This is an optimization exercise on Yosys and OpenROAD, whose aim is small area, a short achievable clock period and few clock cycles per item, not a production implementation. RTL that was checked went through simulation tests only; none was proved equivalent to the original. Power figures rest on the tool's default switching activity, not on a simulated workload.

## run a
## ooo_top
module ooo_top (
   input  wire         clock,
   input  wire         reset,
   input  wire         dispatch_valid,
   input  wire  [2:0]  dispatch_op,
   input  wire  [3:0]  dispatch_rd,
   input  wire  [3:0]  dispatch_rs1,
   input  wire  [3:0]  dispatch_rs2,
   input  wire  [15:0] dispatch_imm,
   output logic        dispatch_ready,
   output logic        commit_valid,
   output logic [3:0]  commit_rd,
   output logic [31:0] commit_value
);
Size: about 5100 cells after synthesis, ~890 flip-flops.
==> flow/config.mk <==
export PLATFORM = sky130hd
export DESIGN_NAME = ooo_top
export DESIGN_NICKNAME = ooo_top
export VERILOG_FILES = /design/flow/design.v
export SDC_FILE = /design/flow/constraint.sdc
export NUM_CORES = 4
export LEC_CHECK = 0
export CAP_MARGIN = 20
export CORE_MARGIN = 2
export CORE_UTILIZATION = 40
export PLACE_DENSITY = 0.5
export SETUP_SLACK_MARGIN = 5
export SLEW_MARGIN = 20
export TNS_END_PERCENT = 0
==> flow/constraint.sdc <==
create_clock -name core_clock -period 8.0 [get_ports {clock}]
set_input_delay 1.6000 -clock core_clock [delete_from_list [all_inputs] [get_ports {clock}]]
set_output_delay 1.6000 -clock core_clock [all_outputs]
set_load 0.01 [all_outputs]
run.sh (not shown) runs the stock make flow with config.mk's settings and CLKGATE_MAP_FILE= SYNTH_SCRIPT=/design/flow/synth_recipe.tcl, a recipe that flattens the netlist after the stock synthesis.
Run a reached the final stage; the timing, DRC and antenna checks on its layout passed.
Here is what was changed in the inputs of run b compared with run a.
--- a/flow/design.v
+++ b/flow/design.v
@@ -1279,50 +1279,23 @@
    logic             ready_next;
    logic [31:0]      rd_a, rd_b;
    logic [15:0]      rd_one, rd_two, rd_neg;
    logic [15:0]      m_one, m_two, m_neg;
    logic [15:0]      w_one, w_two, w_neg;
    logic [15:0]      x_one, x_two, x_neg;
    logic [31:0]      m_row0;
    logic [31:0]      xa, xb, ma;
-   logic [31:0]      sum;
-   logic [31:0]      and_ab;
+   logic [32:0]      sum;
    logic [31:0]      row0;
    logic [mid_w-1:0] tree_mid;
    logic [mid_w-1:0] x_mid;
    logic [31:0]      m_s, m_c;
    logic [31:0]      w_next;
    assign m_row0 = m_mid[31:0];
-   function automatic logic [31:0] add32(input logic [31:0] a, input logic [31:0] b,
-                                         input logic [31:0] g, input logic cin);
-      logic [31:0] gg;
-      logic [31:0] pp;
-      logic [31:0] ng;
-      logic [31:0] np;
-      logic [31:0] c;
-      gg    = g;
-      pp    = a | b;
-      gg[0] = g[0] | (pp[0] & cin);
-      for (int l = 0; l < 5; l++) begin
-         for (int i = 0; i < 32; i++) begin
-            if (i >= (1 << l)) begin
-               ng[i] = gg[i] | (pp[i] & gg[i - (1 << l)]);
-               np[i] = pp[i] & pp[i - (1 << l)];
-            end else begin
-               ng[i] = gg[i];
-               np[i] = pp[i];
-            end
-         end
-         gg = ng;
-         pp = np;
-      end
-      c = {gg[30:0], cin};
-      add32 = (a ^ c) ^ b;
-   endfunction
    assign stall = f_valid && uses && d_valid && d_mul && (f_rs1 == d_rd || f_rs2 == d_rd);
    assign take           = !stall;
    assign dispatch_ready = ready_q;
    assign ready_next = !(!stall && f_valid && f_mul && dispatch_valid &&
                          dispatch_op != op_li &&
                          (dispatch_rs1 == f_rd || dispatch_rs2 == f_rd));
    always_ff @(posedge clock) begin
       if (reset) begin
@@ -1420,35 +1393,35 @@
    booth_enc i_m_enc (.b(m_row0), .one(m_one), .two(m_two), .neg(m_neg));
    booth_enc i_w_enc (.b(w_val), .one(w_one), .two(w_two), .neg(w_neg));
    assign x_one[7:0]  = d_mb_m ? m_one[7:0] : (d_mb_w ? w_one[7:0] : d_one[7:0]);
    assign x_two[7:0]  = d_mb_m ? m_two[7:0] : (d_mb_w ? w_two[7:0] : d_two[7:0]);
    assign x_neg[7:0]  = d_mb_m ? m_neg[7:0] : (d_mb_w ? w_neg[7:0] : d_neg[7:0]);
    assign x_one[15:8] = h_mb_m ? m_one[15:8] : (h_mb_w ? w_one[15:8] : d_one[15:8]);
    assign x_two[15:8] = h_mb_m ? m_two[15:8] : (h_mb_w ? w_two[15:8] : d_two[15:8]);
    assign x_neg[15:8] = h_mb_m ? m_neg[15:8] : (h_mb_w ? w_neg[15:8] : d_neg[15:8]);
-   assign and_ab = xa & xb;
-   assign sum    = add32(xa, xb, and_ab & ~{32{d_sel_xor}}, d_sub);
+   assign sum = {xa, 1'b1} + {xb, d_sub};
    mul_tree1 i_mul_tree1 (.a(ma), .one(x_one), .two(x_two), .neg(x_neg), .mid(tree_mid));
-   assign row0 = ({32{d_sel_sum || d_sel_xor}} & sum)
-               | ({32{d_sel_and}}  & and_ab)
+   assign row0 = ({32{d_sel_sum}}  & sum[32:1])
+               | ({32{d_sel_and}}  & (xa & xb))
+               | ({32{d_sel_xor}}  & (xa ^ xb))
                | ({32{d_mul}}      & tree_mid[31:0]);
    assign x_mid = {tree_mid[mid_w-1:32] & {(mid_w-32){d_mul}}, row0};
    always_ff @(posedge clock) begin
       if (reset) begin
          m_valid <= 1'b0;
       end else begin
          m_valid <= d_valid;
       end
       m_mul <= d_mul;
       m_rd  <= d_rd;
       m_mid <= x_mid;
    end
    mul_tree2 i_mul_tree2 (.mid(m_mid), .s(m_s), .c(m_c));
-   assign w_next = add32(m_s, m_c, m_s & m_c, 1'b0);
+   assign w_next = m_s + m_c;
    always_ff @(posedge clock) begin
       if (reset) begin
          w_valid <= 1'b0;
       end else begin
          w_valid <= m_valid;
       end
       w_rd  <= m_rd;
       w_val <= w_next;
Notes after the runs:
- Of run b and run a, the lower leakage power summed over all cells belongs to run a.
- In terms of horizontal die dimension, run a and run b differ only marginally.
- On number of cells in the finished layout apart from fillers, the higher figure sits with run a, not run b.
- Maximum number of pins on one net before global-route repair: run b vs run a up 18
- Sequential fraction of total cell area of run a is on par with run b.
- For post-route core utilization, run b and run a come out practically identical.
- For post-synthesis cell area, run b and run a come out practically identical.
- Compared run b against run a; post-route standard cell area excluding fillers within noise.
Testbench counts of run b, summed over its fixed seeds: cycles 16,438, insts 16,000.
Only the layout flow was run in run a; the RTL was not checked for function there.

separate check: timing with driven ports:
In the flow no input, the clock included, has a driving cell. The finished layouts below were timed again as built, in two steps.
Step 1: set_driving_cell puts a clkbuf_16 on clock and a buf_2 on each other input, an assumption about the parent block.
Step 2, shift: input delay + t, output delay - t, t = (earliest + latest rising clock arrival at the registers) / 2. This alone moves slack from input paths to output paths.
Slacks: ideal / step 1 / step 2; pairs: ideal / step 1.
run	t (ns)	slack for setup (ns)	worst slew at a driven data input, ns
run a	0.795	3.969 / 3.969 / 3.969	0.09
run b	0.778	4.147 / 4.134 / 4.147	0.04
After both steps every run listed still meets setup and hold.
